Context: an optimization exercise on an open-source flow, tuned for small area, a short achievable clock period and few clock cycles per item. The choices shown serve that exercise and are no tape-out recipe.
At most, simulation tests tie the RTL to the original design; equivalence was not proved.
Only the layout flow was run in runs 1 to 5; the RTL was not checked for function there.
No activity file was given, so power comes from the tool's default toggle rates.

<file path="constraint.sdc">
create_clock -name core_clock -period 8.0 [get_ports {clk}]
set_input_delay 1.6000 -clock core_clock [delete_from_list [all_inputs] [get_ports {clk}]]
set_output_delay 1.6000 -clock core_clock [all_outputs]
set_load 0.01 [all_outputs]
</file>
<file path="design.v">
`default_nettype none
package wqe_fetch_pkg;
    localparam int WQE_WIDTH  = 512;
    localparam int WQE_BYTES  = WQE_WIDTH / 8;
    localparam int ADDR_WIDTH = 32;
    localparam int QPID_LSB   = 328;
    localparam int QPID_WIDTH = 4;
    localparam int QPID_MSB   = QPID_LSB + QPID_WIDTH - 1;
    localparam int PAD_WIDTH  = WQE_WIDTH - QPID_MSB - 1;
    typedef logic [ADDR_WIDTH-1:0] addr_t;
    typedef union packed {
        logic [WQE_WIDTH-1:0] raw;
        struct packed {
            logic [PAD_WIDTH-1:0]  pad;
            logic [QPID_WIDTH-1:0] qpn;
            logic [QPID_LSB-1:0]   body;
        } f;
    } wqe_u;
endpackage
`default_nettype wire
`timescale 1ns/100ps
`default_nettype none
import wqe_fetch_pkg::*;
module wqe_fetch_top
#(
    parameter int MAX_QP   = 16,
    parameter int SQ_DEPTH = 4096,
    parameter int BODY     = 31          
)(
    input  logic                  clk,
    input  logic                  rst_n,
    output logic                  o_fetch_ready,
    input  logic                  i_arbit_val,
    input  logic [QPID_WIDTH-1:0] i_qp_idx,
    input  logic [MAX_QP-1:0]     i_active,
    input  logic [MAX_QP-1:0]     i_wqe_cache_alfull,
    input  logic [ADDR_WIDTH-1:0] i_sq_base,
    output logic [ADDR_WIDTH-1:0] o_axi_araddr,
    output logic                  o_axi_arvalid,
    input  logic                  i_axi_arready,
    input  logic [WQE_WIDTH-1:0]  i_axi_rdata,
    input  logic                  i_axi_rvalid,
    output logic                  o_axi_rready,
    output logic                  o_wqe_cache_wr,
    output logic [WQE_WIDTH-1:0]  o_wqe,
    input  logic [MAX_QP-1:0]     i_wqe_cache_full
);
    localparam int PI_WIDTH = $clog2(SQ_DEPTH);
    localparam int BA       = $clog2(BODY);
    localparam int OFF_LSB  = $clog2(WQE_BYTES);
    localparam int OFF_W    = ADDR_WIDTH - OFF_LSB;
    logic [PI_WIDTH-1:0]   sq_pi  [MAX_QP];
    logic [MAX_QP-1:0]     pi_vld;
    logic                  ar_valid;
    logic [OFF_W-1:0]      ar_addr;
    logic                  hd_vld;
    logic [QPID_WIDTH-1:0] hd_qp;
    logic [QPID_WIDTH-1:0] body [BODY];
    logic [BA-1:0]         bwp;
    logic [BA-1:0]         brp;
    logic [BA:0]           bcnt;
    logic                  req_ok_q;
    logic                  grant;
    logic                  ar_fire;
    logic                  push;
    logic                  body_empty;
    logic                  body_full;
    logic                  to_head;
    logic [PI_WIDTH-1:0]   cur_pi;
    assign body_empty = (bcnt == '0);
    assign body_full  = (bcnt == (BA+1)'(BODY));
    assign o_fetch_ready = req_ok_q & ~body_full & (~ar_valid | i_axi_arready);
    assign grant         = i_arbit_val & o_fetch_ready;
    assign ar_fire       = ar_valid & i_axi_arready;
    assign cur_pi        = pi_vld[i_qp_idx] ? sq_pi[i_qp_idx] : '0;
    assign to_head       = ~hd_vld | (push & body_empty);
    always_ff @(posedge clk or negedge rst_n)
    begin
        if (!rst_n)
        begin
            pi_vld   <= '0;
            ar_valid <= 1'b0;
            hd_vld   <= 1'b0;
            bwp      <= '0;
            brp      <= '0;
            bcnt     <= '0;
            req_ok_q <= 1'b0;
        end
        else
        begin
            req_ok_q <= (|i_active) & ~(&i_wqe_cache_alfull);
            if (grant)
                pi_vld[i_qp_idx] <= 1'b1;
            if (grant)
                ar_valid <= 1'b1;
            else if (ar_fire)
                ar_valid <= 1'b0;
            if (grant)
                hd_vld <= 1'b1;
            else if (push & body_empty)
                hd_vld <= 1'b0;
            if (grant & ~to_head)
                bwp <= (bwp == BA'(BODY-1)) ? '0 : bwp + 1'b1;
            if (push & ~body_empty)
                brp <= (brp == BA'(BODY-1)) ? '0 : brp + 1'b1;
            if ((grant & ~to_head) & ~(push & ~body_empty))
                bcnt <= bcnt + 1'b1;
            else if (~(grant & ~to_head) & (push & ~body_empty))
                bcnt <= bcnt - 1'b1;
        end
    end
    always_ff @(posedge clk)
    begin
        if (grant)
        begin
            sq_pi[i_qp_idx] <= cur_pi + 1'b1;
            ar_addr <= i_sq_base[ADDR_WIDTH-1:OFF_LSB] + OFF_W'({i_qp_idx, cur_pi});
        end
        if (grant & ~to_head)
            body[bwp] <= i_qp_idx;
        if (grant & to_head)
            hd_qp <= i_qp_idx;
        else if (push)
            hd_qp <= body[brp];
    end
    assign o_axi_arvalid = ar_valid;
    assign o_axi_araddr  = {ar_addr, i_sq_base[OFF_LSB-1:0]};
    assign o_wqe_cache_wr = i_axi_rvalid & hd_vld;
    assign o_axi_rready   = ~i_wqe_cache_full[hd_qp];
    assign push           = o_wqe_cache_wr & o_axi_rready;
    assign o_wqe          = {{PAD_WIDTH{1'b0}}, hd_qp, i_axi_rdata[QPID_LSB-1:0]};
endmodule
`default_nettype wire
</file>
<file path="standard.sh">
#!/bin/bash
# synth_recipe.tcl (not shown) runs the flow's synth.tcl, then flattens the netlist and writes it again
# the make line also repeats each setting of config.mk as NAME=value (left out here)
make -C /OpenROAD-flow-scripts/flow DESIGN_CONFIG=/design/flow/config.mk WORK_HOME=/design/flow/orfs CLKGATE_MAP_FILE= SYNTH_SCRIPT=/design/flow/synth_recipe.tcl "${@:-finish}"
</file>
<file path="config.mk">
export PLATFORM = sky130hd
export DESIGN_NAME = wqe_fetch_top
export DESIGN_NICKNAME = wqe_fetch_top
export VERILOG_FILES = /design/flow/design.v
export SDC_FILE = /design/flow/constraint.sdc
export NUM_CORES = 4
export LEC_CHECK = 0
export CAP_MARGIN = 20
export CORE_AREA = 10 10 410 410
export DIE_AREA = 0 0 420 420
export SLEW_MARGIN = 20
</file>
<file path="flow/ties.tcl">
# Run after global placement (POST_GLOBAL_PLACE_TCL), once buffer_ports has run.
# The standard flow gives every constant output its own tie cell. Here each constant
# output gets a buf_1 in its tie's place instead, and neighbouring buffers share one
# tie cell, so far fewer tie cells are left with an unused, unextracted pin.
set block [ord::get_db_block]
set bufm [[ord::get_db] findMaster sky130_fd_sc_hd__buf_1]
set group 10
set ports {}
foreach inst [$block getInsts] {
  if {[[$inst getMaster] getName] ne "sky130_fd_sc_hd__conb_1"} { continue }
  foreach pin {LO HI} {
    set net [[$inst findITerm $pin] getNet]
    if {$net eq "NULL"} { continue }
    set bts [$net getBTerms]
    if {[llength $bts] != 1 || [llength [$net getITerms]] != 1} { continue }
    set bt [lindex $bts 0]
    set box [$bt getBBox]
    # order ports along the die edge so that a group's ports are neighbours
    lappend ports [list $pin [$box xMin] [$box yMin] $inst $net]
  }
}
proc edge_key {p} {
  lassign $p pin x y
  return [list $pin [expr {$x + 100000 * $y}]]
}
set ports [lsort -command {apply {{a b} {
  set ka [edge_key $a]; set kb [edge_key $b]
  if {[lindex $ka 0] ne [lindex $kb 0]} { return [string compare [lindex $ka 0] [lindex $kb 0]] }
  return [expr {[lindex $ka 1] < [lindex $kb 1] ? -1 : ([lindex $ka 1] > [lindex $kb 1])}]
}}} $ports]
set n 0
set k 0
set lastpin ""
foreach p $ports {
  lassign $p pin x y tie net
  set loc [$tie getLocation]
  if {$k % $group == 0 || $pin ne $lastpin} {
    set k 0
    set shared [odb::dbNet_create $block "tie_shared_$n"]
    set it [$tie findITerm $pin]
    $it disconnect
    $it connect $shared
  } else {
    odb::dbInst_destroy $tie
  }
  set b [odb::dbInst_create $block $bufm "tie_buf_$n"]
  $b setLocation [lindex $loc 0] [lindex $loc 1]
  $b setPlacementStatus PLACED
  [$b findITerm A] connect $shared
  [$b findITerm X] connect $net
  set lastpin $pin
  incr n
  incr k
}
puts "ties.tcl: $n constant outputs buffered from shared tie cells"
</file>
<file path="flow/run.sh">
#!/bin/bash
# Standard layout with three changes: port buffers are buf_1, constant outputs share
# tie cells through per-port buffers (flow/ties.tcl), and CTS adds no dummy loads.
set -euo pipefail
here=$(pwd)
export BUFFER_PORTS_ARGS="-buffer_cell sky130_fd_sc_hd__buf_1"
export POST_GLOBAL_PLACE_TCL=$here/flow/ties.tcl
export CTS_ARGS="-sink_clustering_enable -repair_clock_nets -dont_use_dummy_load"
bash standard.sh > standard.log 2>&1
</file>
==> reports/qor.csv, run 1 <==
stage,metric,value,unit
global_routing,GR Overflow Total,0,
logic_synthesis,Synth Flop Type,edfxtp_1,
clocking,"Clk pin slew, worst setup/hold paths",60,ps
global_routing,first-pass GRT wire length,117500,um
place,HPWL Detailed,79050,um
sta,WHS,448.2,ps
routing,final WL,95000,um
sta,Slew HR,36.91,%
power_and_ir_drop,peak supply drop,0.1723,mV
logic_synthesis,"EDFF count, synth",346,
sta,unrepaired setup endpoints after global routing,false,
die,die height,420,um
sta,Final Hold Fails,0,
setup_path,Reg-to-Reg Start,sq_pi[14][2]$_DFFE_PP_,
logic_synthesis,"Cell Area, Synth",20920,um2
logic_synthesis,"FFs w/ async S/R, synth",9.186,%
clocking,H-tree depth,2,
outcome,status,finished clean,
routing,vias per cell,3.159,
die,num ports,1149,
sta,Worst-Margin Slew,946.4,ps
layout,share of cells above drive strength 1,13.15,%
layout,fin nets,1988,
logic_synthesis,Post-Synthesis Cells,1553,
setup_path,cells on worst reg2reg path,11,
sta,Final WS setup,2003,ps
sta,final number of setup-violating endpoints,0,
sta,period utilization,74.96,%
die,Core Region,158700,um2
power_and_ir_drop,pwr/cell area,241.8,nW/um2
die,Starting Density,13.18,%
global_routing,GR Util All Layers,10.09,%
setup_path,crit path capture type,register,
logic_synthesis,post-synthesis cell type count,69,
worst_hold_path,type of the most critical hold path,register to register,
clocking,clock sinks,381,
logic_synthesis,Yosys reg bits,381,
sta,Final TNS setup,0,ps
clocking,CTS Buf Count,35,
logic_synthesis,"Seq/Total Area, Yosys",53.86,%
logic_synthesis,Synth Warn #,1,
setup_path,CP max FO,29,
logic_synthesis,biggest area consumer among synthesized cells,edfxtp_1,
setup_path,cells along the critical path,clkbuf_4 -> buf_4 -> mux4_2 -> mux4_2 -> and2_1 -> ha_1 -> nand3_1 -> o31ai_1 -> or2_2 -> o32a_1 -> and3_1 -> nand3_1 -> o311ai_0,
clocking,Skew-Pair Late Insertion Delay,560,ps
logic_synthesis,most common cell in the synthesized netlist,buf_4,
sta,post-layout min period,5997,ps
sta,"Slew Viols, Final",0,
clocking,clk buf depth,3,
setup_path,r2r setup slk,3650,ps
run,max-cap violations,0,
sta,Clock Skew,68.09,ps
global_routing,initial antenna violation count,9,
setup_path,WS Path Type,input pin to register,
clocking,CTS root buf,clkbuf_16,
setup_path,CP Launch Type,input pin,
clocking,TritonCTS clock tree,built,
routing,DRC,0,
routing,Vias,10826,
setup_path,"Arr. time, crit path",6280,ps
clocking,"Hold-fix buffers, CTS",0,
logic_synthesis,top cell type's share of synthesized area,49.67,%
sta,Peak Freq,0.1668,GHz
setup_path,max incr delay on CP,550,ps
global_routing,vias in the first global route,11017,
die,Die Width,420,um
routing,1st-iter DRT viols,724,
die,# rows,146,
power_and_ir_drop,Leak,6.556,nW
place,Port Buf Inserts,116,
logic_synthesis,ranking of synthesized cells by area,"edfxtp_1 50%, buf_4 19%, mux4_2 10%",
clocking,post-CTS setup buffers,0,
setup_path,worst setup path end,ar_addr[22]$_DFFE_PP_,
setup_path,worst flop-to-flop path endpoint,ar_addr[23]$_DFFE_PP_,
logic_synthesis,Synth Area per Inst,13.47,um2
routing,Post-DRT Antenna Nets,0,
routing,routed len/inst,27.72,um
setup_path,CP required,8280,ps
setup_path,crit path max-delay cell type,mux4_2,
routing,Pre-Repair DR Iteration Count,5,
die,die footprint,176400,um2
clocking,post-CTS resize count,0,
logic_synthesis,Commonest cells post-synth,"517 x buf_4, 346 x edfxtp_1, 94 x mux4_2",
global_routing,largest net degree at the start of global routing,50,
place,DP Worst Slack,1346,ps
setup_path,crit path from,i_qp_idx[0],
layout,P&R area growth vs syn,3.451,%
cells by family after synthesis:
family	Yosys count	share of synthesized area [%]
flops	381	53.86
buf+inv	586	19.96
fa+ha+maj	33	1.986
xor+xnor	36	1.507
simple gates	271	6.556
mux	120	11.81
compound gates	125	4.307
other cells	1	0.01793
where the power goes:
part / leakage [nW] / total [mW] / switching (mW) / internal, mW
sequential: 3.55 / 2.52 / 0.136 / 2.39
clock: 0.431 / 1.45 / 0.680 / 0.771
combinational: 2.57 / 1.26 / 0.720 / 0.538
critical path: cells and delay by family:
kind            cells  cell delay [ps]
mux                 2             1060
compound gates      3             1030
buf+inv             2             1010
simple gates        5             1000
fa+ha+maj           1              480
worst min-delay path by stage:
stage / from / to / slack (ps) / cells past startpoint
after floorplan: pi_vld[10]$_DFFE_PN0P_ / pi_vld[10]$_DFFE_PN0P_ / 420 / 1
after global placement: pi_vld[9]$_DFFE_PN0P_ / pi_vld[9]$_DFFE_PN0P_ / 430 / 1
after detailed placement: pi_vld[10]$_DFFE_PN0P_ / pi_vld[10]$_DFFE_PN0P_ / 440 / 1
after CTS: pi_vld[10]$_DFFE_PN0P_ / pi_vld[10]$_DFFE_PN0P_ / 450 / 1
after global routing: pi_vld[10]$_DFFE_PN0P_ / pi_vld[10]$_DFFE_PN0P_ / 470 / 1
final: pi_vld[10]$_DFFE_PN0P_ / pi_vld[10]$_DFFE_PN0P_ / 450 / 1
sequential cells by signal, summed over array words and instances (netlist names):
register / cells
bcnt: 6
bwp: 5
hd_qp: 4
ar_valid: 1
pi_vld: 16
sq_pi: 192
body: 124
req_ok_q: 1
ar_addr: 26
hd_vld: 1
brp: 5
metrics by stage:
stage	total power [mW]	instances	instance area (um2)	utilization, %
after floorplan	3.652	1732	21590	-
after global placement	3.779	3371	20650	13.01
after detailed placement	3.831	3389	20710	13.05
after CTS	5.293	3424	21590	13.60
after global routing	5.476	3426	21640	13.63
final	5.232	3427	21640	13.63
placed cells by master, fill, tap and decap left out, types with 14 or more instances in the layout:
| master | netlist | final |
|---|---|---|
| nand4_1 | 18 | 18 |
| conb_1 | 1 | 18 |
| and2_1 | 26 | 26 |
| dfrtp_1 | 35 | 33 |
| buf_1 | 11 | 291 |
| nand3_1 | 19 | 19 |
| edfxtp_1 | 346 | 346 |
| a21o_1 | 22 | 22 |
| o21ai_0 | 19 | 19 |
| mux4_2 | 94 | 94 |
| xnor2_1 | 21 | 19 |
| inv_1 | 23 | 23 |
| nand2_1 | 61 | 61 |
| nor2_1 | 77 | 77 |
| clkbuf_16 | 0 | 35 |
| ha_1 | 30 | 30 |
| a21oi_1 | 25 | 25 |
| buf_4 | 517 | 14 |
| xor2_1 | 15 | 14 |
layout make-up:
cell class | instances | area [um2]
Timing Repair Buffer | 132 | 564.3
Sequential cell | 381 | 11270
Buffer | 180 | 675.6
Antenna cell | 1 | 2.502
Clock buffer | 35 | 875.8
Fill cell | 17568 | 137100
Tap cell | 2072 | 2592
Inverter | 23 | 86.33
Multi-Input combinational cell | 603 | 5574
metal layers:
metal | vias up | global-route usage, % | share of wire, %
met5 | - | 1.612 | 0.43
li1 | 4705 | - | -
met4 | 6 | 5.442 | 6.2
met1 | 5215 | 5.959 | 20
met2 | 645 | 16.40 | 47
met3 | 255 | 12.50 | 27
==> inputs of run 2 (changes only) <==
--- a/design.v
+++ b/design.v
@@ -25,7 +25,7 @@
 #(
     parameter int MAX_QP   = 16,
     parameter int SQ_DEPTH = 4096,
-    parameter int BODY     = 31          
+    parameter int BODY     = 32          
 )(
     input  logic                  clk,
     input  logic                  rst_n,
@@ -49,6 +49,8 @@
     localparam int BA       = $clog2(BODY);
     localparam int OFF_LSB  = $clog2(WQE_BYTES);
     localparam int OFF_W    = ADDR_WIDTH - OFF_LSB;
+    logic                  g_valid;
+    logic [QPID_WIDTH-1:0] g_qp;
     logic [PI_WIDTH-1:0]   sq_pi  [MAX_QP];
     logic [MAX_QP-1:0]     pi_vld;
     logic                  ar_valid;
@@ -56,77 +58,86 @@
     logic                  hd_vld;
     logic [QPID_WIDTH-1:0] hd_qp;
     logic [QPID_WIDTH-1:0] body [BODY];
-    logic [BA-1:0]         bwp;
-    logic [BA-1:0]         brp;
-    logic [BA:0]           bcnt;
+    logic [BA:0]           bwp;
+    logic [BA:0]           brp;
     logic                  req_ok_q;
     logic                  grant;
+    logic                  xfer;
     logic                  ar_fire;
     logic                  push;
     logic                  body_empty;
     logic                  body_full;
     logic                  to_head;
     logic [PI_WIDTH-1:0]   cur_pi;
-    assign body_empty = (bcnt == '0);
-    assign body_full  = (bcnt == (BA+1)'(BODY));
-    assign o_fetch_ready = req_ok_q & ~body_full & (~ar_valid | i_axi_arready);
+    logic [MAX_QP-1:0]     hd_sel;
+    assign body_empty = (bwp == brp);
+    assign body_full  = (bwp == {~brp[BA], brp[BA-1:0]});
+    assign xfer          = g_valid & ~body_full & (~ar_valid | i_axi_arready);
+    assign o_fetch_ready = req_ok_q & (~g_valid | xfer);
     assign grant         = i_arbit_val & o_fetch_ready;
     assign ar_fire       = ar_valid & i_axi_arready;
-    assign cur_pi        = pi_vld[i_qp_idx] ? sq_pi[i_qp_idx] : '0;
+    assign cur_pi        = pi_vld[g_qp] ? sq_pi[g_qp] : '0;
     assign to_head       = ~hd_vld | (push & body_empty);
     always_ff @(posedge clk or negedge rst_n)
     begin
         if (!rst_n)
         begin
+            g_valid  <= 1'b0;
             pi_vld   <= '0;
             ar_valid <= 1'b0;
             hd_vld   <= 1'b0;
             bwp      <= '0;
             brp      <= '0;
-            bcnt     <= '0;
             req_ok_q <= 1'b0;
         end
         else
         begin
             req_ok_q <= (|i_active) & ~(&i_wqe_cache_alfull);
             if (grant)
-                pi_vld[i_qp_idx] <= 1'b1;
-            if (grant)
+                g_valid <= 1'b1;
+            else if (xfer)
+                g_valid <= 1'b0;
+            if (xfer)
+                pi_vld[g_qp] <= 1'b1;
+            if (xfer)
                 ar_valid <= 1'b1;
             else if (ar_fire)
                 ar_valid <= 1'b0;
-            if (grant)
+            if (xfer)
                 hd_vld <= 1'b1;
             else if (push & body_empty)
                 hd_vld <= 1'b0;
-            if (grant & ~to_head)
-                bwp <= (bwp == BA'(BODY-1)) ? '0 : bwp + 1'b1;
+            if (xfer & ~to_head)
+                bwp <= bwp + 1'b1;
             if (push & ~body_empty)
-                brp <= (brp == BA'(BODY-1)) ? '0 : brp + 1'b1;
-            if ((grant & ~to_head) & ~(push & ~body_empty))
-                bcnt <= bcnt + 1'b1;
-            else if (~(grant & ~to_head) & (push & ~body_empty))
-                bcnt <= bcnt - 1'b1;
+                brp <= brp + 1'b1;
         end
     end
     always_ff @(posedge clk)
     begin
         if (grant)
+            g_qp <= i_qp_idx;
+        if (xfer)
         begin
-            sq_pi[i_qp_idx] <= cur_pi + 1'b1;
-            ar_addr <= i_sq_base[ADDR_WIDTH-1:OFF_LSB] + OFF_W'({i_qp_idx, cur_pi});
+            sq_pi[g_qp] <= cur_pi + 1'b1;
+            ar_addr <= i_sq_base[ADDR_WIDTH-1:OFF_LSB] + OFF_W'({g_qp, cur_pi});
         end
-        if (grant & ~to_head)
-            body[bwp] <= i_qp_idx;
-        if (grant & to_head)
-            hd_qp <= i_qp_idx;
+        if (xfer & ~to_head)
+            body[bwp[BA-1:0]] <= g_qp;
+        if (xfer & to_head)
+            hd_qp <= g_qp;
         else if (push)
-            hd_qp <= body[brp];
+            hd_qp <= body[brp[BA-1:0]];
     end
     assign o_axi_arvalid = ar_valid;
     assign o_axi_araddr  = {ar_addr, i_sq_base[OFF_LSB-1:0]};
+    always_comb
+    begin
+        hd_sel = '0;
+        hd_sel[hd_qp] = 1'b1;
+    end
     assign o_wqe_cache_wr = i_axi_rvalid & hd_vld;
-    assign o_axi_rready   = ~i_wqe_cache_full[hd_qp];
+    assign o_axi_rready   = ~|(i_wqe_cache_full & hd_sel);
     assign push           = o_wqe_cache_wr & o_axi_rready;
     assign o_wqe          = {{PAD_WIDTH{1'b0}}, hd_qp, i_axi_rdata[QPID_LSB-1:0]};
 endmodule
--- a/config.mk
+++ b/config.mk
@@ -6,6 +6,7 @@
 export NUM_CORES = 4
 export LEC_CHECK = 0
 export CAP_MARGIN = 20
-export CORE_AREA = 10 10 410 410
-export DIE_AREA = 0 0 420 420
+export CORE_AREA = 5 5 245 245
+export DIE_AREA = 0 0 250 250
+export SETUP_SLACK_MARGIN = 4.4
 export SLEW_MARGIN = 20
==> reports/qor.csv, run 2 <==
stage,metric,value,unit,change
logic_synthesis,Yosys reg bits,390,,+2.4%
outcome,status,aborted with a tool error,,
logic_synthesis,biggest area consumer among synthesized cells,edfxtp_1,,
logic_synthesis,"Cell Area, Synth",20650,um2,-1.3%
logic_synthesis,top cell type's share of synthesized area,51.48,%,+1.8 points
logic_synthesis,ranking of synthesized cells by area,"edfxtp_1 51%, buf_4 19%, mux4_2 11%",,
logic_synthesis,post-synthesis cell type count,70,,+1.4%
logic_synthesis,"EDFF count, synth",354,,+2.3%
die,Die Width,250,um,-40%
logic_synthesis,Synth Flop Type,edfxtp_1,,
logic_synthesis,"Seq/Total Area, Yosys",55.74,%,+1.9 points
die,# rows,88,,-40%
die,Starting Density,36.00,%,+23 points
logic_synthesis,"FFs w/ async S/R, synth",8.205,%,-0.98 points
outcome,Halt Stage,I/O pin placement (3_2_place_iop),,
logic_synthesis,most common cell in the synthesized netlist,buf_4,,
outcome,Tool Error,[ERROR PPL-0024] Number of IO pins (1149) exceeds maximum number of available positions (900). Increase the die perimeter from 1000.00um to 1562.64um.,,
logic_synthesis,Synth Area per Inst,13.94,um2,+3.5%
logic_synthesis,Post-Synthesis Cells,1481,,-4.6%
logic_synthesis,Synth Warn #,1,,unchanged
logic_synthesis,Commonest cells post-synth,"516 x buf_4, 354 x edfxtp_1, 98 x mux4_2",,
die,die height,250,um,-40%
[run 2: kinds of logic after synthesis]
| logic type | after synthesis | synth area share [%] |
|---|---|---|
| compound gates | 108 | 3.963 |
| xor+xnor | 50 | 2.121 |
| fa+ha+maj | 28 | 1.697 |
| buf+inv | 567 | 19.92 |
| flops | 390 | 55.74 |
| mux | 108 | 11.19 |
| other cells | 1 | 0.01816 |
| simple gates | 229 | 5.350 |
==> inputs of run 3 (changes only) <==
--- a/config.mk
+++ b/config.mk
@@ -6,7 +6,7 @@
 export NUM_CORES = 4
 export LEC_CHECK = 0
 export CAP_MARGIN = 20
-export CORE_AREA = 5 5 245 245
-export DIE_AREA = 0 0 250 250
+export CORE_AREA = 10 10 410 410
+export DIE_AREA = 0 0 420 420
 export SETUP_SLACK_MARGIN = 4.4
 export SLEW_MARGIN = 20
==> reports/qor.csv, run 3 <==
stage,metric,value,unit,change
power_and_ir_drop,Leak,6.948,nW,
logic_synthesis,Synth Area in XOR/XNOR,2.121,%,unchanged
logic_synthesis,biggest area consumer among synthesized cells,edfxtp_1,,
die,Core Region,158700,um2,
clocking,CTS root buf,clkbuf_16,,
setup_path,cells on worst reg2reg path,15,,
layout,P&R area growth vs syn,11.31,%,
logic_synthesis,Synth Warn #,1,,unchanged
die,Starting Density,13.01,%,-23 points
clocking,Skew-Pair Late Insertion Delay,540,ps,
logic_synthesis,post-synthesis simple-gate area fraction,5.350,%,unchanged
logic_synthesis,"Cell Area, Synth",20650,um2,unchanged
worst_hold_path,Hold Crit Start,pi_vld[13]$_DFFE_PN0P_,,
global_routing,GR Util met2,14.38,%,
logic_synthesis,Post-Synthesis Cells,1481,,unchanged
die,die footprint,176400,um2,
clocking,clk buf depth,3,,
layout,Top reg by flops,sq_pi,,
clocking,H-tree depth,2,,
logic_synthesis,Synth Area per Inst,13.94,um2,unchanged
logic_synthesis,ranking of synthesized cells by area,"edfxtp_1 51%, buf_4 19%, mux4_2 11%",,
sta,Final Hold Fails,0,,
sta,"Slew Viols, Final",0,,
routing,DRC,0,,
place,HPWL Detailed,75110,um,
global_routing,GR Util All Layers,9.881,%,
logic_synthesis,Synth Area in Compound Gates,3.963,%,unchanged
worst_hold_path,type of the most critical hold path,register to register,,
global_routing,vias in the first global route,10915,,
power_and_ir_drop,pwr/cell area,275.0,nW/um2,
global_routing,initial antenna violation count,6,,
sta,Worst-Margin Slew,1034,ps,
logic_synthesis,mux cell area share after synthesis,11.19,%,unchanged
layout,number of flip-flops under the largest register name,192,,
global_routing,GR Util met1,6.082,%,
sta,Slew HR,31.02,%,
setup_path,r2r setup slk,3860,ps,
routing,Pre-Repair DR Iteration Count,4,,
logic_synthesis,Synth Flop Type,edfxtp_1,,
layout,"commonest non-fill, non-tap cells in the layout","354 x edfxtp_1, 291 x buf_1, 98 x mux4_2",,
setup_path,CP max FO,6,,
logic_synthesis,Yosys reg bits,390,,unchanged
logic_synthesis,"EDFF count, synth",354,,unchanged
power_and_ir_drop,peak supply drop,0.1722,mV,
layout,share of cells above drive strength 1,27.88,%,
worst_hold_path,Hold Path Sink,pi_vld[13]$_DFFE_PN0P_,,
sta,Final TNS setup,0,ps,
global_routing,GR Util met3,12.52,%,
logic_synthesis,post-synthesis cell type count,70,,unchanged
setup_path,crit path capture type,register,,
logic_synthesis,top cell type's share of synthesized area,51.48,%,unchanged
sta,final number of setup-violating endpoints,0,,
layout,"most common cell after layout, fill and taps aside",edfxtp_1,,
sta,period utilization,51.79,%,
logic_synthesis,"FFs w/ async S/R, synth",8.205,%,unchanged
global_routing,first-pass GRT wire length,114800,um,
global_routing,largest net degree at the start of global routing,44,,
global_routing,GRT busiest layer,met2,,
logic_synthesis,Commonest cells post-synth,"516 x buf_4, 354 x edfxtp_1, 98 x mux4_2",,
clocking,CTS Buf Count,34,,
sta,Peak Freq,0.2414,GHz,
routing,Post-DRT Antenna Nets,0,,
setup_path,"Arr. time, crit path",4370,ps,
setup_path,WS Path Type,register to register,,
setup_path,CP required,8230,ps,
setup_path,CP Launch Type,register,,
clocking,"Clk pin slew, worst setup/hold paths",70,ps,
worst_hold_path,Hold Crit Depth,1,,
power_and_ir_drop,Pwr Total,6.320,mW,
clocking,clock sinks,390,,
sta,Clock Skew,64.73,ps,
die,num ports,1149,,
routing,final WL,93440,um,
layout,FILL cells,17438,,
run,max-cap violations,0,,
global_routing,GR Overflow Total,0,,
die,Die Width,420,um,+68%
routing,routed len/inst,27.06,um,
sta,unrepaired setup endpoints after global routing,true,,
sta,post-layout min period,4143,ps,
routing,Vias,10873,,
die,# rows,146,,+66%
layout,fin nets,2001,,
die,die height,420,um,+68%
logic_synthesis,most common cell in the synthesized netlist,buf_4,,
routing,vias per cell,3.149,,
setup_path,worst flop-to-flop path endpoint,ar_addr[23]$_DFFE_PP_,,
outcome,status,finished clean,,
place,Port Buf Inserts,116,,
logic_synthesis,Post-Synth Adder-Cell Area,1.697,%,unchanged
clocking,TritonCTS clock tree,built,,
logic_synthesis,"Seq/Total Area, Yosys",55.74,%,unchanged
logic_synthesis,main combinational cell family by area after synthesis,buffers and inverters,,
routing,1st-iter DRT viols,722,,
## run 3: cell counts after synthesis
No cell type changed its count.
## run 3: cell families (layout without fill, tap and decap cells)
group,count (synthesis),after routing
buffers and inverters,567,439
flip-flops,390,390
AND/OR/NAND/NOR,229,229
AO/OA/AOI/OAI,108,108
multiplexers,108,108
XOR/XNOR,50,50
adder cells (fa/ha/maj),28,28
other,1,29
## run 3: critical path: stages, from the launching register on
cell and delay, ps:
dfxtp_4 390, buf_8 140, buf_6 100, mux4_2 480, mux4_2 520, and2_4 190
ha_4 240, a21oi_2 120, o21ai_1 70, a21o_1 170, o221a_1 270, a21oi_2 180
a31oi_4 270, a31oi_4 400, a21oi_2 110, xor2_2 170
## run 3: power breakdown
part	switching, mW	total [mW]	internal [mW]
combinational	1.21	2.21	0.999
sequential	0.119	2.68	2.56
clock	0.678	1.43	0.751
total	2.01	6.32	4.31
## run 3: repair_timing
action / in CTS / in global routing
setup buffers: 56 / 20
pin swaps: 36 / 25
gates resized for setup: 99 / 43
hold buffers: 0 / 0
setup endpoints to repair: 496 / 244
gates cloned: 3 / 0
## run 3: stage by stage
| stage | setup slack (ps) | cells | util [%] | cell area [um2] | hold slack [ps] |
|---|---|---|---|---|---|
| CTS | 3772 | 3422 | 14.26 | 22640 | 457.1 |
| floorplan | 4033 | 1660 | - | 21560 | 422.6 |
| global placement | 2423 | 3311 | 13.02 | 20670 | 434.1 |
| global route | 3730 | 3453 | 14.48 | 22980 | 474.2 |
| finish | 3857 | 3453 | 14.48 | 22980 | 453.7 |
| detailed placement | 2427 | 3329 | 13.06 | 20740 | 440.0 |
## run 3: worst max path at each step
stage / cells after the start / slack (ps) / to
after CTS: 15 / 3770 / ar_addr[23]$_DFFE_PP_
after global placement: 14 / 2420 / ar_addr[24]$_DFFE_PP_
after global routing: 16 / 3730 / ar_addr[24]$_DFFE_PP_
final: 15 / 3860 / ar_addr[23]$_DFFE_PP_
after floorplan: 4 / 4030 / o_axi_rready
after detailed placement: 14 / 2430 / ar_addr[24]$_DFFE_PP_
## run 3: layer usage
layer,routed length (um),up-vias
met5,165,-
met1,18950,5314
met4,8620,2
li1,-,4610
met2,39730,677
met3,25970,270
## run 3: cell type report
| cell class | instances | area (um2) | share of cell area (%) |
|---|---|---|---|
| Inverter | 15 | 60.06 | 0.2613 |
| Sequential cell | 390 | 11530 | 50.15 |
| Clock buffer | 34 | 850.8 | 3.702 |
| Buffer | 180 | 675.6 | 2.940 |
| Antenna cell | 11 | 27.53 | 0.1198 |
| Timing Repair Buffer | 209 | 1441 | 6.271 |
| Multi-Input combinational cell | 541 | 5802 | 25.24 |
| Tap cell | 2072 | 2592 | 11.28 |
| Timing Repair inverter | 1 | 7.507 | 0.03266 |
==> inputs of run 4 (changes only) <==
--- a/design.v
+++ b/design.v
@@ -78,6 +78,13 @@
     assign ar_fire       = ar_valid & i_axi_arready;
     assign cur_pi        = pi_vld[g_qp] ? sq_pi[g_qp] : '0;
     assign to_head       = ~hd_vld | (push & body_empty);
+    localparam int HI_W = OFF_W - PI_WIDTH;
+    logic [PI_WIDTH:0]     lo_sum;
+    logic [HI_W-1:0]       hi_sum0;
+    logic [HI_W-1:0]       hi_sum1;
+    assign lo_sum  = {1'b0, i_sq_base[OFF_LSB +: PI_WIDTH]} + {1'b0, cur_pi};
+    assign hi_sum0 = i_sq_base[ADDR_WIDTH-1 -: HI_W] + HI_W'(g_qp);
+    assign hi_sum1 = i_sq_base[ADDR_WIDTH-1 -: HI_W] + HI_W'(g_qp) + 1'b1;
     always_ff @(posedge clk or negedge rst_n)
     begin
         if (!rst_n)
@@ -120,7 +127,7 @@
         if (xfer)
         begin
             sq_pi[g_qp] <= cur_pi + 1'b1;
-            ar_addr <= i_sq_base[ADDR_WIDTH-1:OFF_LSB] + OFF_W'({g_qp, cur_pi});
+            ar_addr <= {lo_sum[PI_WIDTH] ? hi_sum1 : hi_sum0, lo_sum[PI_WIDTH-1:0]};
         end
         if (xfer & ~to_head)
             body[bwp[BA-1:0]] <= g_qp;
==> reports/qor.csv, run 4 <==
stage,metric,value,unit,change
outcome,status,finished clean,,
routing,Post-DRT Antenna Nets,0,,unchanged
sta,period utilization,54.16,%,+2.4 points
layout,"most common cell after layout, fill and taps aside",edfxtp_1,,
logic_synthesis,most common cell in the synthesized netlist,buf_4,,
layout,FF+latch area,11520,um2,about the same
place,Port Buf Inserts,116,,unchanged
die,Core Region,158700,um2,unchanged
setup_path,"Arr. time, crit path",2730,ps,-1640 ps
sta,post-layout min period,4332,ps,+189.2 ps
worst_hold_path,type of the most critical hold path,register to register,,
sta,Final Hold Fails,0,,unchanged
routing,final WL,92670,um,-0.82%
global_routing,GR Overflow Total,0,,unchanged
setup_path,CP required,6400,ps,-1830 ps
power_and_ir_drop,Pwr Total,6.999,mW,+11%
routing,Pre-Repair DR Iteration Count,7,,+3
logic_synthesis,Yosys reg bits,390,,unchanged
die,Starting Density,13.20,%,+0.20 points
layout,Multi-input gate area,6021,um2,+3.8%
clocking,H-tree depth,2,,unchanged
layout,fin nets,2002,,+0.050%
run,max-cap violations,0,,unchanged
logic_synthesis,Post-Synthesis Cells,1503,,+1.5%
power_and_ir_drop,peak supply drop,0.1440,mV,-16%
logic_synthesis,ranking of synthesized cells by area,"edfxtp_1 51%, buf_4 19%, mux4_2 7.5%",,
routing,vias per cell,3.174,,+0.79%
die,die height,420,um,unchanged
global_routing,largest net degree at the start of global routing,44,,unchanged
global_routing,initial antenna violation count,6,,unchanged
logic_synthesis,top cell type's share of synthesized area,50.72,%,-0.76 points
sta,unrepaired setup endpoints after global routing,true,,
setup_path,CP Launch Type,input pin,,
setup_path,crit path capture type,primary output,,
logic_synthesis,Synth Area per Inst,13.95,um2,about the same
logic_synthesis,"FFs w/ async S/R, synth",8.205,%,unchanged
logic_synthesis,"Seq/Total Area, Yosys",54.92,%,-0.83 points
logic_synthesis,biggest area consumer among synthesized cells,edfxtp_1,,
place,HPWL Detailed,75640,um,+0.70%
sta,Worst-Margin Slew,1063,ps,+29.84 ps
logic_synthesis,Synth Warn #,1,,unchanged
routing,DRC,0,,unchanged
setup_path,WS Path Type,input pin to primary output,,
global_routing,vias in the first global route,11267,,+3.2%
sta,WHS,450.2,ps,-3.452 ps
global_routing,GR Util All Layers,9.828,%,-0.054 points
die,num ports,1149,,unchanged
sta,final number of setup-violating endpoints,0,,unchanged
clocking,Skew-Pair Late Insertion Delay,540,ps,about the same
logic_synthesis,"Cell Area, Synth",20960,um2,+1.5%
layout,Antenna diodes,0,,-11
layout,Finished Core Util,14.41,%,-0.068 points
layout,P&R area growth vs syn,9.145,%,
setup_path,cells along the critical path,buf_1 -> or4b_4 -> a311oi_2 -> a21o_1 -> o31ai_4 -> clkbuf_2,,
global_routing,first-pass GRT wire length,115000,um,+0.22%
logic_synthesis,post-synthesis cell type count,77,,+10%
power_and_ir_drop,pwr/cell area,306.0,nW/um2,+11%
layout,share of cells above drive strength 1,21.61,%,-6.3 points
clocking,CTS root buf,clkbuf_16,,
routing,1st-iter DRT viols,733,,+1.5%
layout,Top reg by flops,sq_pi,,
clocking,"Clk pin slew, worst setup/hold paths",60,ps,about the same
place,DP Cell Count,3355,,+0.78%
layout,number of flip-flops under the largest register name,192,,unchanged
die,die footprint,176400,um2,unchanged
sta,Slew HR,28.68,%,-2.3 points
setup_path,crit path max-delay cell type,or4b_4,,
clocking,TritonCTS clock tree,built,,
routing,routed len/inst,26.96,um,-0.35%
clocking,"Hold-fix buffers, CTS",0,,unchanged
power_and_ir_drop,Leak,7.067,nW,+1.7%
layout,"commonest non-fill, non-tap cells in the layout","354 x edfxtp_1, 291 x buf_1, 70 x mux4_2",,
die,# rows,146,,unchanged
setup_path,max incr delay on CP,460,ps,-60 ps
clocking,clock sinks,390,,unchanged
logic_synthesis,Commonest cells post-synth,"517 x buf_4, 354 x edfxtp_1, 75 x nor2_1",,
layout,FILL cells,17458,,+0.11%
die,Die Width,420,um,unchanged
logic_synthesis,Synth Flop Type,edfxtp_1,,
sta,Final TNS setup,0,ps,unchanged
sta,Peak Freq,0.2308,GHz,-4.4%
clocking,clk buf depth,3,,unchanged
clocking,CTS Buf Count,34,,unchanged
sta,"Slew Viols, Final",0,,unchanged
setup_path,CP max FO,2,,-4
routing,Vias,10908,,+0.32%
logic_synthesis,"EDFF count, synth",354,,unchanged
layout,final cell count without fillers,3437,,-0.46%
sta,Clock Skew,46.85,ps,-17.88 ps
-- run 4: cell types whose count changed in the layout (fill, tap and decap cells not counted), sizes merged, moves of 5 or more --
cell | before | now
and2 | 15 | 10
nand2 | 66 | 45
a21o | 18 | 26
buf | 386 | 360
o21ai | 24 | 17
diode | 11 | 0
a22oi | 9 | 19
-- run 4: cells by family (layout without fill, tap and decap cells) --
| family | Yosys count | count (layout) | share of synthesized area [%] |
|---|---|---|---|
| compound gates | 125 | 125 | 4.256 |
| xor+xnor | 53 | 53 | 2.215 |
| fa+ha+maj | 34 | 34 | 2.101 |
| buf+inv | 567 | 412 | 19.73 |
| flops | 390 | 390 | 54.92 |
| mux | 110 | 110 | 11.33 |
| other cells | 1 | 18 | 0.01789 |
| simple gates | 223 | 223 | 5.432 |
-- run 4: per-layer routing --
metal	share of wire (%)	wire length [um]	track usage (%)	up-vias
met3	27	25340	12.26	272
met1	21	19080	6.026	5285
met5	0.76	701	2.924	-
met2	44	40840	15.36	659
li1	-	-	-	4684
met4	7.2	6713	5.584	8
-- run 4: timing repair --
action,4_1_cts,5_1_grt
pin swaps,26,29
cloned,1,0
buffers inserted,29,18
gates resized for setup,73,56
setup endpoints to repair,376,126
-- run 4: path summary, 6_finish.rpt --
kind | start | endpoint | slack, ps | depth (start not counted)
max | i_wqe_cache_full[0] | o_axi_rready | 3670 | 6
min | pi_vld[10]$_DFFE_PN0P_ | pi_vld[10]$_DFFE_PN0P_ | 450 | 1
max reg2reg | g_qp[0]$_DFFE_PP_ | ar_addr[25]$_DFFE_PP_ | 3850 | 15
min reg2reg | pi_vld[10]$_DFFE_PN0P_ | pi_vld[10]$_DFFE_PN0P_ | 450 | 1
max in group asynchronous | rst_n | brp[2]$_DFFE_PN0P_ | 6130 | 1
min in group asynchronous | rst_n | pi_vld[0]$_DFFE_PN0P_ | 1190 | 1
-- run 4: worst max-delay path: cells and delay by family --
| kind | cells | cell delay, ps |
|---|---|---|
| and+or+nand+nor | 1 | 460 |
| AOI/OAI and AO/OA | 3 | 440 |
| buffers and inverters | 2 | 230 |
-- run 4: where the power goes --
| group | leakage, nW | internal, mW | switching, mW | total, mW |
|---|---|---|---|---|
| clock | 0.419 | 0.751 | 0.688 | 1.44 |
| sequential | 3.62 | 2.72 | 0.188 | 2.91 |
| combinational | 3.03 | 1.16 | 1.50 | 2.65 |
| total | 7.07 | 4.63 | 2.37 | 7.00 |
-- run 4: cell type report --
cell class | count | area share [%]
inverter | 15 | 0.2461
tap | 2072 | 11.33
buffer | 180 | 2.953
timing repair buffer | 183 | 5.054
multi-input combinational | 563 | 26.32
clock buffer | 34 | 3.719
sequential | 390 | 50.38
-- run 4: metrics by stage --
stage | worst slack, ps | instance area [um2]
final | 3668 | 22880
after global routing | 3617 | 22880
after CTS | 3662 | 22400
after detailed placement | 2347 | 20910
after global placement | 2417 | 20840
after floorplan | 3700 | 21740
==> inputs of run 5 (changes only) <==
--- a/flow/run.sh
+++ b/flow/run.sh
@@ -5,5 +5,6 @@
 here=$(pwd)
 export BUFFER_PORTS_ARGS="-buffer_cell sky130_fd_sc_hd__buf_1"
 export POST_GLOBAL_PLACE_TCL=$here/flow/ties.tcl
+export PLACE_PINS_ARGS="-min_distance 1 -min_distance_in_tracks"
 export CTS_ARGS="-sink_clustering_enable -repair_clock_nets -dont_use_dummy_load"
 bash standard.sh > standard.log 2>&1
--- a/config.mk
+++ b/config.mk
@@ -6,7 +6,7 @@
 export NUM_CORES = 4
 export LEC_CHECK = 0
 export CAP_MARGIN = 20
-export CORE_AREA = 10 10 410 410
-export DIE_AREA = 0 0 420 420
+export CORE_AREA = 5 5 295 295
+export DIE_AREA = 0 0 300 300
 export SETUP_SLACK_MARGIN = 4.4
 export SLEW_MARGIN = 20
==> reports/qor.csv, run 5 <==
stage,metric,value,unit,change
outcome,status,finished clean,,
routing,DRC,0,,unchanged
power_and_ir_drop,Pint,4.746,mW,+2.6%
sta,Final TNS setup,0,ps,unchanged
die,num ports,1149,,unchanged
sta,final number of setup-violating endpoints,0,,unchanged
logic_synthesis,most common cell in the synthesized netlist,buf_4,,
setup_path,max incr delay on CP,400,ps,-60 ps
logic_synthesis,"Seq/Total Area, Yosys",54.92,%,unchanged
power_and_ir_drop,Sw Share,33.09,%,-0.82 points
setup_path,worst path bufs/invs,2,,unchanged
setup_path,crit-path leading delay family,compound AO/OA/AOI/OAI gates,,
global_routing,initial antenna violation count,4,,-2
logic_synthesis,Synth Warn #,1,,unchanged
run,max-cap violations,0,,unchanged
power_and_ir_drop,Reg power frac,40.7,%,-0.8 points
logic_synthesis,post-synthesis cell type count,77,,unchanged
routing,Vias,11202,,+2.7%
routing,Post-DRT Antenna Nets,0,,unchanged
sta,Clock Skew,29.81,ps,-17.04 ps
logic_synthesis,Yosys reg bits,390,,unchanged
die,# rows,106,,-27%
layout,"most common cell after layout, fill and taps aside",edfxtp_1,,
routing,1st-iter DRT viols,828,,+13%
layout,fin nets,2017,,+0.75%
power_and_ir_drop,Leak,7.179,nW,+1.6%
layout,final cell count without fillers,2462,,-28%
routing,routed len/inst,24.47,um,-9.2%
sta,Peak Freq,0.2250,GHz,-2.5%
clocking,"Hold-fix buffers, CTS",0,,unchanged
power_and_ir_drop,combinational share of power,36.7,%,-1.2 points
worst_hold_path,type of the most critical hold path,register to register,,
clocking,TritonCTS clock tree,built,,
die,die footprint,90000,um2,-49%
global_routing,GR Overflow Total,0,,unchanged
die,Starting Density,25.09,%,+12 points
die,Core Region,83560,um2,-47%
layout,number of flip-flops under the largest register name,192,,unchanged
logic_synthesis,biggest area consumer among synthesized cells,edfxtp_1,,
power_and_ir_drop,pwr/cell area,324.8,nW/um2,+6.2%
setup_path,crit path capture type,primary output,,
sta,unrepaired setup endpoints after global routing,true,,
die,die height,300,um,-29%
setup_path,CP Launch Type,input pin,,
logic_synthesis,Post-Synthesis Cells,1503,,unchanged
logic_synthesis,Commonest cells post-synth,"517 x buf_4, 354 x edfxtp_1, 75 x nor2_1",,
routing,final WL,60260,um,-35%
clocking,CTS Buf Count,41,,+21%
clocking,CTS root buf,clkbuf_16,,
sta,"Slew Viols, Final",0,,unchanged
clocking,clk buf depth,3,,unchanged
logic_synthesis,ranking of synthesized cells by area,"edfxtp_1 51%, buf_4 19%, mux4_2 7.5%",,
power_and_ir_drop,clock share of power,22.6,%,+2.0 points
layout,"commonest non-fill, non-tap cells in the layout","354 x edfxtp_1, 291 x buf_1, 70 x mux4_2",,
power_and_ir_drop,Psw,2.347,mW,-1.1%
power_and_ir_drop,peak supply drop,0.1987,mV,+38%
die,Die Width,300,um,-29%
sta,Worst-Margin Slew,1012,ps,-51.44 ps
routing,vias per cell,4.550,,+43%
setup_path,cells along the critical path,buf_1 -> a22oi_2 -> a311oi_2 -> a21o_1 -> o31ai_4 -> buf_2,,
layout,share of cells above drive strength 1,22.25,%,+0.63 points
layout,FILL cells,8480,,-51%
setup_path,WS Path Type,input pin to primary output,,
place,DP Cell Count,2356,,-30%
clocking,Skew-Pair Late Insertion Delay,560,ps,+20 ps
logic_synthesis,Synth Area per Inst,13.95,um2,unchanged
sta,Slew HR,32.13,%,+3.4 points
clocking,clock sinks,390,,unchanged
logic_synthesis,"EDFF count, synth",354,,unchanged
sta,period utilization,55.55,%,+1.4 points
global_routing,vias in the first global route,11144,,-1.1%
setup_path,"Arr. time, crit path",2840,ps,+110 ps
routing,Pre-Repair DR Iteration Count,4,,-3
setup_path,CP required,6400,ps,about the same
global_routing,largest net degree at the start of global routing,44,,unchanged
layout,Top reg by flops,sq_pi,,
logic_synthesis,top cell type's share of synthesized area,50.72,%,unchanged
logic_synthesis,"FFs w/ async S/R, synth",8.205,%,unchanged
logic_synthesis,"Cell Area, Synth",20960,um2,unchanged
place,Port Buf Inserts,116,,unchanged
clocking,"Clk pin slew, worst setup/hold paths",50,ps,about the same
global_routing,GR Util All Layers,12.54,%,+2.7 points
place,HPWL Detailed,42790,um,-43%
logic_synthesis,Synth Flop Type,edfxtp_1,,
setup_path,CP max FO,2,,unchanged
sta,Final Hold Fails,0,,unchanged
layout,P&R area growth vs syn,4.178,%,
setup_path,crit path max-delay cell type,o31ai_4,,
global_routing,first-pass GRT wire length,82880,um,-28%
sta,post-layout min period,4444,ps,+111.9 ps
clocking,H-tree depth,2,,unchanged
## run 5: cell counts after synthesis
Identical to the previous run, type by type.
## run 5: metal layers
layer	track usage [%]	wire length [um]	vias to the layer above
li1	-	-	4730
met1	11.23	17840	5513
met2	21.68	29740	672
met3	6.737	8140	285
met4	8.594	4517	2
met5	0.05411	13	-
## run 5: kinds of logic (layout without fill, tap and decap cells)
group	Yosys count	count (layout)	share of synthesized area, %
AO/OA/AOI/OAI	125	125	4.256
XOR/XNOR	53	53	2.215
adder cells (fa/ha/maj)	34	34	2.101
buffers and inverters	567	427	19.73
flip-flops	390	390	54.92
multiplexers	110	110	11.33
other	1	20	0.01789
AND/OR/NAND/NOR	223	223	5.432
## run 5: metrics by stage
stage | area (um2) | setup WS [ps] | hold slack, ps | util (%) | power, mW
floorplan | 21740 | 3700 | 422.6 | - | 4.664
global placement | 19570 | 2817 | 433.4 | 23.42 | 5.018
detailed placement | 19630 | 2774 | 440.6 | 23.50 | 5.126
CTS | 21420 | 3534 | 452.1 | 25.64 | 6.998
global route | 21840 | 3517 | 463.6 | 26.13 | 7.440
finish | 21840 | 3556 | 450.1 | 26.13 | 7.093
## run 5: path summary, 6_finish.rpt
check,startpoint,to,slack [ps],cells after the start
max,i_wqe_cache_full[14],o_axi_rready,3560,6
min,pi_vld[2]$_DFFE_PN0P_,pi_vld[2]$_DFFE_PN0P_,450,1
max reg2reg,register,ar_addr[25]$_DFFE_PP_,3880,13
min reg2reg,pi_vld[2]$_DFFE_PN0P_,pi_vld[2]$_DFFE_PN0P_,450,1
max in group asynchronous,rst_n,brp[2]$_DFFE_PN0P_,6200,1
min in group asynchronous,rst_n,req_ok_q$_DFF_PN0_,1150,1
## run 5: timing repair
item,in CTS,in global routing
gates cloned,2,0
endpoints found under the setup margin,386,188
pin swaps,24,29
resized for setup,73,46
buffers inserted,39,22
## run 5: area by class of cell
class	instances	area [um2]	share of cell area [%]
Sequential cell	390	11530	52.79
Multi-Input combinational cell	563	5989	27.43
Tap cell	1080	1351	6.188
Timing Repair Buffer	191	1206	5.524
Clock buffer	41	1026	4.699
Buffer	180	675.6	3.094
Inverter	15	56.30	0.2579
Antenna cell	2	5.005	0.02292
## run 5: power by group through the flow
stage,clock [mW],combinational [mW],sequential (mW)
floorplan,0,1.77,2.89
global placement,0,2.05,2.96
detailed placement,0,2.15,2.98
CTS,1.64,2.45,2.91
global route,1.72,2.80,2.91
finish,1.60,2.61,2.89
==> inputs of run 6 (changes only) <==
--- a/design.v
+++ b/design.v
@@ -57,6 +57,7 @@
     logic [OFF_W-1:0]      ar_addr;
     logic                  hd_vld;
     logic [QPID_WIDTH-1:0] hd_qp;
+    logic [MAX_QP-1:0]     hd_sel;      
     logic [QPID_WIDTH-1:0] body [BODY];
     logic [BA:0]           bwp;
     logic [BA:0]           brp;
@@ -69,7 +70,26 @@
     logic                  body_full;
     logic                  to_head;
     logic [PI_WIDTH-1:0]   cur_pi;
-    logic [MAX_QP-1:0]     hd_sel;
+    logic [QPID_WIDTH-1:0] hd_nxt;
+    function automatic logic [OFF_W-1:0] prefix_add(input logic [OFF_W-1:0] a,
+                                                    input logic [OFF_W-1:0] b);
+        logic [OFF_W-1:0] g;
+        logic [OFF_W-1:0] p;
+        logic [OFF_W-1:0] gg;
+        logic [OFF_W-1:0] pp;
+        g  = a & b;
+        p  = a ^ b;
+        gg = g;
+        pp = p;
+        for (int l = 1; l < OFF_W; l = l * 2)
+            for (int i = 0; i < OFF_W; i++)
+                if ((i / l) % 2 == 1)
+                begin
+                    gg[i] = gg[i] | (pp[i] & gg[(i / l) * l - 1]);
+                    pp[i] = pp[i] & pp[(i / l) * l - 1];
+                end
+        prefix_add = p ^ {gg[OFF_W-2:0], 1'b0};
+    endfunction
     assign body_empty = (bwp == brp);
     assign body_full  = (bwp == {~brp[BA], brp[BA-1:0]});
     assign xfer          = g_valid & ~body_full & (~ar_valid | i_axi_arready);
@@ -78,13 +98,6 @@
     assign ar_fire       = ar_valid & i_axi_arready;
     assign cur_pi        = pi_vld[g_qp] ? sq_pi[g_qp] : '0;
     assign to_head       = ~hd_vld | (push & body_empty);
-    localparam int HI_W = OFF_W - PI_WIDTH;
-    logic [PI_WIDTH:0]     lo_sum;
-    logic [HI_W-1:0]       hi_sum0;
-    logic [HI_W-1:0]       hi_sum1;
-    assign lo_sum  = {1'b0, i_sq_base[OFF_LSB +: PI_WIDTH]} + {1'b0, cur_pi};
-    assign hi_sum0 = i_sq_base[ADDR_WIDTH-1 -: HI_W] + HI_W'(g_qp);
-    assign hi_sum1 = i_sq_base[ADDR_WIDTH-1 -: HI_W] + HI_W'(g_qp) + 1'b1;
     always_ff @(posedge clk or negedge rst_n)
     begin
         if (!rst_n)
@@ -127,22 +140,19 @@
         if (xfer)
         begin
             sq_pi[g_qp] <= cur_pi + 1'b1;
-            ar_addr <= {lo_sum[PI_WIDTH] ? hi_sum1 : hi_sum0, lo_sum[PI_WIDTH-1:0]};
+            ar_addr <= prefix_add(i_sq_base[ADDR_WIDTH-1:OFF_LSB], OFF_W'({g_qp, cur_pi}));
         end
         if (xfer & ~to_head)
             body[bwp[BA-1:0]] <= g_qp;
-        if (xfer & to_head)
-            hd_qp <= g_qp;
-        else if (push)
-            hd_qp <= body[brp[BA-1:0]];
+        if ((xfer & to_head) | push)
+        begin
+            hd_qp  <= hd_nxt;
+            hd_sel <= MAX_QP'(1) << hd_nxt;
+        end
     end
     assign o_axi_arvalid = ar_valid;
     assign o_axi_araddr  = {ar_addr, i_sq_base[OFF_LSB-1:0]};
-    always_comb
-    begin
-        hd_sel = '0;
-        hd_sel[hd_qp] = 1'b1;
-    end
+    assign hd_nxt = (xfer & to_head) ? g_qp : body[brp[BA-1:0]];
     assign o_wqe_cache_wr = i_axi_rvalid & hd_vld;
     assign o_axi_rready   = ~|(i_wqe_cache_full & hd_sel);
     assign push           = o_wqe_cache_wr & o_axi_rready;
--- a/flow/run.sh
+++ b/flow/run.sh
@@ -5,6 +5,5 @@
 here=$(pwd)
 export BUFFER_PORTS_ARGS="-buffer_cell sky130_fd_sc_hd__buf_1"
 export POST_GLOBAL_PLACE_TCL=$here/flow/ties.tcl
-export PLACE_PINS_ARGS="-min_distance 1 -min_distance_in_tracks"
 export CTS_ARGS="-sink_clustering_enable -repair_clock_nets -dont_use_dummy_load"
 bash standard.sh > standard.log 2>&1
--- a/config.mk
+++ b/config.mk
@@ -6,7 +6,7 @@
 export NUM_CORES = 4
 export LEC_CHECK = 0
 export CAP_MARGIN = 20
-export CORE_AREA = 5 5 295 295
-export DIE_AREA = 0 0 300 300
-export SETUP_SLACK_MARGIN = 4.4
+export CORE_AREA = 10 10 410 410
+export DIE_AREA = 0 0 420 420
+export SETUP_SLACK_MARGIN = 4.0
 export SLEW_MARGIN = 20
==> reports/qor.csv, run 6 <==
stage,metric,value,unit,change
outcome,status,finished clean,,
sta,period utilization,50.67,%,-4.9 points
logic_synthesis,Commonest cells post-synth,"515 x buf_4, 370 x edfxtp_1, 97 x mux4_2",,
global_routing,GR Util met1,7.259,%,-4.0 points
logic_synthesis,post-synthesis cell type count,58,,-25%
global_routing,GR Util All Layers,7.587,%,-5.0 points
sta,post-layout min period,4053,ps,-391.1 ps
power_and_ir_drop,Pwr Total,5.487,mW,-23%
global_routing,vias in the first global route,10415,,-6.5%
place,placed cell area,20720,um2,+5.6%
clocking,"Clk pin slew, worst setup/hold paths",50,ps,about the same
clocking,CTS root buf,clkbuf_16,,
setup_path,CP max FO,2,,unchanged
logic_synthesis,most common cell in the synthesized netlist,buf_4,,
global_routing,GR Util met2,10.38,%,-11 points
sta,Final TNS setup,0,ps,unchanged
layout,share of cells above drive strength 1,19.80,%,-2.4 points
clocking,Skew-Pair Late Insertion Delay,540,ps,-20 ps
die,# rows,146,,+38%
global_routing,GR Overflow Total,0,,unchanged
power_and_ir_drop,pwr/cell area,246.7,nW/um2,-24%
logic_synthesis,top cell type's share of synthesized area,53.36,%,+2.6 points
clocking,H-tree depth,2,,unchanged
layout,P&R area growth vs syn,6.814,%,
logic_synthesis,"Seq/Total Area, Yosys",57.59,%,+2.7 points
die,Die Width,420,um,+40%
sta,Peak Freq,0.2467,GHz,+9.6%
setup_path,r2r setup slk,4160,ps,+280 ps
run,max-cap violations,0,,unchanged
routing,Post-DRT Antenna Nets,0,,unchanged
place,Port Buf Inserts,116,,unchanged
logic_synthesis,"FFs w/ async S/R, synth",7.882,%,-0.32 points
sta,final number of setup-violating endpoints,0,,unchanged
logic_synthesis,"EDFF count, synth",370,,+4.5%
worst_hold_path,type of the most critical hold path,register to register,,
place,HPWL Detailed,55810,um,+30%
setup_path,WS Path Type,input pin to primary output,,
layout,final cell count without fillers,3352,,+36%
routing,Vias,10398,,-7.2%
power_and_ir_drop,peak supply drop,0.1316,mV,-34%
layout,"commonest non-fill, non-tap cells in the layout","370 x edfxtp_1, 291 x buf_1, 97 x mux4_2",,
sta,Worst-Margin Slew,1071,ps,+59.15 ps
die,die height,420,um,+40%
setup_path,"Arr. time, crit path",2450,ps,-390 ps
setup_path,worst flop-to-flop path endpoint,ar_addr[25]$_DFFE_PP_,,
logic_synthesis,Post-Synthesis Cells,1445,,-3.9%
routing,Pre-Repair DR Iteration Count,5,,+1
setup_path,worst setup path end,o_axi_rready,,
sta,Clock Skew,41.01,ps,+11.21 ps
logic_synthesis,"Cell Area, Synth",20820,um2,-0.65%
die,Starting Density,13.12,%,-12 points
setup_path,crit path capture type,primary output,,
routing,DRC,0,,unchanged
sta,unrepaired setup endpoints after global routing,true,,
setup_path,CP required,6400,ps,about the same
die,num ports,1149,,unchanged
routing,routed len/inst,21.66,um,-11%
clocking,TritonCTS clock tree,built,,
logic_synthesis,Synth Flop Type,edfxtp_1,,
setup_path,crit path from,i_wqe_cache_full[7],,
setup_path,cells on worst reg2reg path,13,,unchanged
layout,number of flip-flops under the largest register name,192,,unchanged
layout,Finished Cell Area,22240,um2,+1.9%
die,Core Region,158700,um2,+90%
layout,Top reg by flops,sq_pi,,
routing,final WL,72610,um,+20%
place,DP Cell Count,3288,,+40%
sta,Final Hold Fails,0,,unchanged
setup_path,CP Launch Type,input pin,,
layout,fin nets,1911,,-5.3%
global_routing,first-pass GRT wire length,93830,um,+13%
logic_synthesis,Yosys reg bits,406,,+4.1%
logic_synthesis,ranking of synthesized cells by area,"edfxtp_1 53%, buf_4 19%, mux4_2 10%",,
logic_synthesis,Synth Area per Inst,14.41,um2,+3.3%
die,die footprint,176400,um2,+96%
sta,Slew HR,28.36,%,-3.8 points
global_routing,GR Util met3,6.741,%,about the same
logic_synthesis,Synth Warn #,1,,unchanged
clocking,clk buf depth,3,,unchanged
logic_synthesis,biggest area consumer among synthesized cells,edfxtp_1,,
routing,vias per cell,3.102,,-32%
routing,1st-iter DRT viols,804,,-2.9%
layout,"most common cell after layout, fill and taps aside",edfxtp_1,,
clocking,clock sinks,406,,+4.1%
global_routing,initial antenna violation count,10,,+6
global_routing,GRT busiest layer,met2,,
clocking,CTS Buf Count,40,,-2.4%
sta,"Slew Viols, Final",0,,unchanged
power_and_ir_drop,Leak,6.674,nW,-7.0%
global_routing,largest net degree at the start of global routing,49,,+11%
-- run 6: changes by cell type in the layout (fill, tap and decap cells not counted), sizes merged, moves of 7 or more --
cell	previous run	this run
inv	14	23
o21ai	17	6
nor4	7	22
a21oi	26	14
a211oi	8	1
edfxtp	354	370
a22oi	19	11
a21o	26	18
buf	368	325
-- run 6: area by class of cell --
type | count | area (um2)
well taps | 2072 | 2592
clock buffers | 40 | 1001
flip-flops and latches | 406 | 12000
diodes | 2 | 5.005
repair buffers | 148 | 830.8
fillers | 17495 | 136500
plain buffers | 180 | 675.6
inverters | 23 | 86.33
multi-input cells | 481 | 5047
-- run 6: timing repair --
action                     in CTS  in global routing
cloned                          0                  2
buffers inserted               12                  8
hold endpoints to repair        0                  0
pin swaps                       5                  8
hold buffers                    0                  0
setup endpoints to repair      71                 33
resized for setup              35                 20
-- run 6: metal layers --
metal	part of all wire (%)	wire, um
met1	30	21960
met2	40	29300
met3	21	15420
met4	7.1	5155
met5	1.1	770
-- run 6: through the flow --
step / util (%) / setup slack (ps) / hold slack (ps)
after floorplan: - / 4008 / 422.6
after global placement: 13.01 / 3263 / 433.9
after detailed placement: 13.06 / 3298 / 443.0
after CTS: 13.85 / 3956 / 455.4
after global routing: 14.01 / 3918 / 469.2
final: 14.01 / 3947 / 449.4
-- run 6: logic make-up after synthesis --
logic type,after synthesis,share of synthesized area (%)
AO/OA/AOI/OAI,77,2.692
XOR/XNOR,46,1.935
adder cells (fa/ha/maj),30,1.947
buffers and inverters,575,19.80
flip-flops,406,57.59
multiplexers,108,11.30
other,1,0.01801
AND/OR/NAND/NOR,202,4.723
-- run 6: how the worst min path moves through the flow --
stage | start | endpoint | slack (ps) | cells past startpoint
2_1_floorplan | pi_vld[10]$_DFFE_PN0P_ | pi_vld[10]$_DFFE_PN0P_ | 420 | 1
3_3_place_gp | pi_vld[6]$_DFFE_PN0P_ | pi_vld[6]$_DFFE_PN0P_ | 430 | 1
3_5_place_dp | pi_vld[3]$_DFFE_PN0P_ | pi_vld[3]$_DFFE_PN0P_ | 440 | 1
4_1_cts | pi_vld[15]$_DFFE_PN0P_ | pi_vld[15]$_DFFE_PN0P_ | 460 | 1
5_1_grt | pi_vld[9]$_DFFE_PN0P_ | pi_vld[9]$_DFFE_PN0P_ | 470 | 1
6_report | pi_vld[13]$_DFFE_PN0P_ | pi_vld[13]$_DFFE_PN0P_ | 450 | 1
-- run 6: power breakdown --
part           switching [mW]  total [mW]  internal [mW]
Combinational           0.709        1.19          0.481
Sequential              0.102        2.71           2.61
Clock                   0.712        1.59          0.878
-- run 6: critical path, cell delays in order --
cell      delay [ps]
buf_1             80
a22o_1           230
a221oi_2         170
and4_4           270
buf_6            100
Testbench counts of run 6, summed over its fixed seeds: cycles 11,267, items 8,000.
==> inputs of run 7 (changes only) <==
--- a/config.mk
+++ b/config.mk
@@ -8,5 +8,5 @@
 export CAP_MARGIN = 20
 export CORE_AREA = 10 10 410 410
 export DIE_AREA = 0 0 420 420
-export SETUP_SLACK_MARGIN = 4.0
+export SETUP_SLACK_MARGIN = 4.4
 export SLEW_MARGIN = 20
==> reports/qor.csv, run 7 <==
stage,metric,value,unit,change
outcome,status,finished clean,,
logic_synthesis,biggest area consumer among synthesized cells,edfxtp_1,,
logic_synthesis,most common cell in the synthesized netlist,buf_4,,
die,Starting Density,13.12,%,unchanged
place,placed cell area,20850,um2,+0.58%
sta,Final Hold Fails,0,,unchanged
die,die height,420,um,unchanged
setup_path,crit path capture type,primary output,,
routing,met2 wire len,29190,um,-0.38%
logic_synthesis,"EDFF count, synth",370,,unchanged
layout,Top reg by flops,sq_pi,,
logic_synthesis,Synth Warn #,1,,unchanged
setup_path,CP required,6400,ps,about the same
clocking,clock sinks,406,,unchanged
clocking,CTS root buf,clkbuf_16,,
layout,fin nets,1968,,+3.0%
sta,final number of setup-violating endpoints,0,,unchanged
clocking,H-tree depth,2,,unchanged
routing,Pre-Repair DR Iteration Count,5,,unchanged
clocking,Skew-Pair Late Insertion Delay,550,ps,about the same
place,Port Buf Inserts,116,,unchanged
sta,Slew HR,28.35,%,about the same
layout,Finished Cell Area,23230,um2,+4.5%
power_and_ir_drop,peak supply drop,0.1691,mV,+28%
layout,share of cells above drive strength 1,26.67,%,+6.9 points
logic_synthesis,"Seq/Total Area, Yosys",57.59,%,unchanged
layout,"commonest non-fill, non-tap cells in the layout","370 x edfxtp_1, 290 x buf_1, 97 x mux4_2",,
routing,wl on met1,24510,um,+12%
routing,Post-DRT Antenna Nets,0,,unchanged
power_and_ir_drop,Pwr Total,5.761,mW,+5.0%
logic_synthesis,Synth Area per Inst,14.41,um2,unchanged
sta,"Slew Viols, Final",0,,unchanged
logic_synthesis,Synth Flop Type,edfxtp_1,,
routing,Vias,10902,,+4.8%
global_routing,first-pass GRT wire length,97180,um,+3.6%
setup_path,"Arr. time, crit path",2450,ps,about the same
clocking,clk buf depth,3,,unchanged
worst_hold_path,Hold Crit Start,pi_vld[3]$_DFFE_PN0P_,,
sta,unrepaired setup endpoints after global routing,true,,
global_routing,GR Util All Layers,7.928,%,+0.34 points
die,Core Region,158700,um2,unchanged
worst_hold_path,type of the most critical hold path,register to register,,
layout,"most common cell after layout, fill and taps aside",edfxtp_1,,
clocking,"Clk pin slew, worst setup/hold paths",50,ps,about the same
routing,routed len/inst,22.14,um,+2.2%
global_routing,GR Overflow Total,0,,unchanged
setup_path,crit path from,i_wqe_cache_full[6],,
die,Die Width,420,um,unchanged
logic_synthesis,Commonest cells post-synth,"515 x buf_4, 370 x edfxtp_1, 97 x mux4_2",,
==> run 7: cell counts after synthesis <==
Identical to the previous run, type by type.
==> run 7: worst paths after layout <==
check                      slack, ps                    end  cells after the start
max                             3950           o_axi_rready                      5
min in group asynchronous       1170     req_ok_q$_DFF_PN0_                      1
min reg2reg                      450  pi_vld[3]$_DFFE_PN0P_                      1
max in group asynchronous       6120     brp[3]$_DFFE_PN0P_                      1
min                              450  pi_vld[3]$_DFFE_PN0P_                      1
max reg2reg                     4160  ar_addr[23]$_DFFE_PP_                     12
==> run 7: logic make-up (layout without fill, tap and decap cells) <==
logic type                 after synthesis  in the layout  share of synthesized area (%)
AOI/OAI and AO/OA                       77             77                          2.692
xor gates and xnor gates                46             46                          1.935
adders and majority gates               30             30                          1.947
buffers and inverters                  575            448                          19.80
DFF                                    406            406                          57.59
muxes                                  108            108                          11.30
other                                    1             19                        0.01801
and+or+nand+nor                        202            202                          4.723
==> run 7: stage by stage <==
stage               hold slack (ps)  std cells
floorplan                     422.6       1624
global placement              432.7       3269
detailed placement            440.2       3287
CTS                           452.3       3374
global route                  471.6       3407
finish                        448.5       3408
==> run 7: cell type report <==
| class | instances | area [um2] |
|---|---|---|
| Buffer | 180 | 675.6 |
| Sequential cell | 406 | 12010 |
| Timing Repair Buffer | 201 | 1431 |
| Timing Repair inverter | 1 | 5.005 |
| Multi-Input combinational cell | 481 | 5350 |
| Inverter | 23 | 92.59 |
| Tap cell | 2072 | 2592 |
| Clock buffer | 43 | 1076 |
| Fill cell | 17358 | 135500 |
| Antenna cell | 1 | 2.502 |
==> run 7: per-layer routing <==
metal  track usage (%)  up-vias
met5             4.209        -
met1             8.169     5363
li1                  -     4492
met3             7.901      214
met4             3.492       20
met2             10.11      813
==> run 7: critical path, stage by stage <==
cell and delay, ps:
buf_1 70, a22o_1 210, a221oi_2 190, and4_4 270
buf_6 100
==> run 7: power by group <==
group          total, mW  internal, mW  switching (mW)  leakage (nW)
clock               1.69         0.941           0.748         0.530
combinational       1.36         0.586           0.778          2.77
sequential          2.71          2.61           0.101          3.77
==> run 7: what timing repair did <==
action	4_1_cts	5_1_grt
endpoints found under the hold margin	0	0
endpoints found under the setup margin	420	80
pin swaps	33	30
hold buffers	0	0
cloned	6	0
buffers inserted	38	33
gates resized for setup	81	33

## afterwards: timing with drivers on the ports
In the flow no input, the clock included, has a driving cell. The finished layouts below were timed again as built, in two steps.
Step 1: set_driving_cell puts a clkbuf_16 on clk and a buf_2 on each other input, an assumption about the parent block.
Step 2 also shifts input and output timing later by t, the mid clock arrival at the registers, as if the neighbouring blocks saw the same clock.
Three values: ideal, step 1, step 2; two values: the first two.
run	shift t [ns]	slack for setup (ns)
run 1	0.587	2.003 / 1.968 / 1.381
run 3	0.573	3.857 / 3.817 / 3.817
run 4	0.585	3.668 / 3.638 / 3.508
run 5	0.603	3.556 / 3.490 / 3.490
run 6	0.562	3.947 / 3.903 / 3.851
run 7	0.601	3.952 / 3.929 / 3.929
After both steps setup and hold are still met in every run listed.
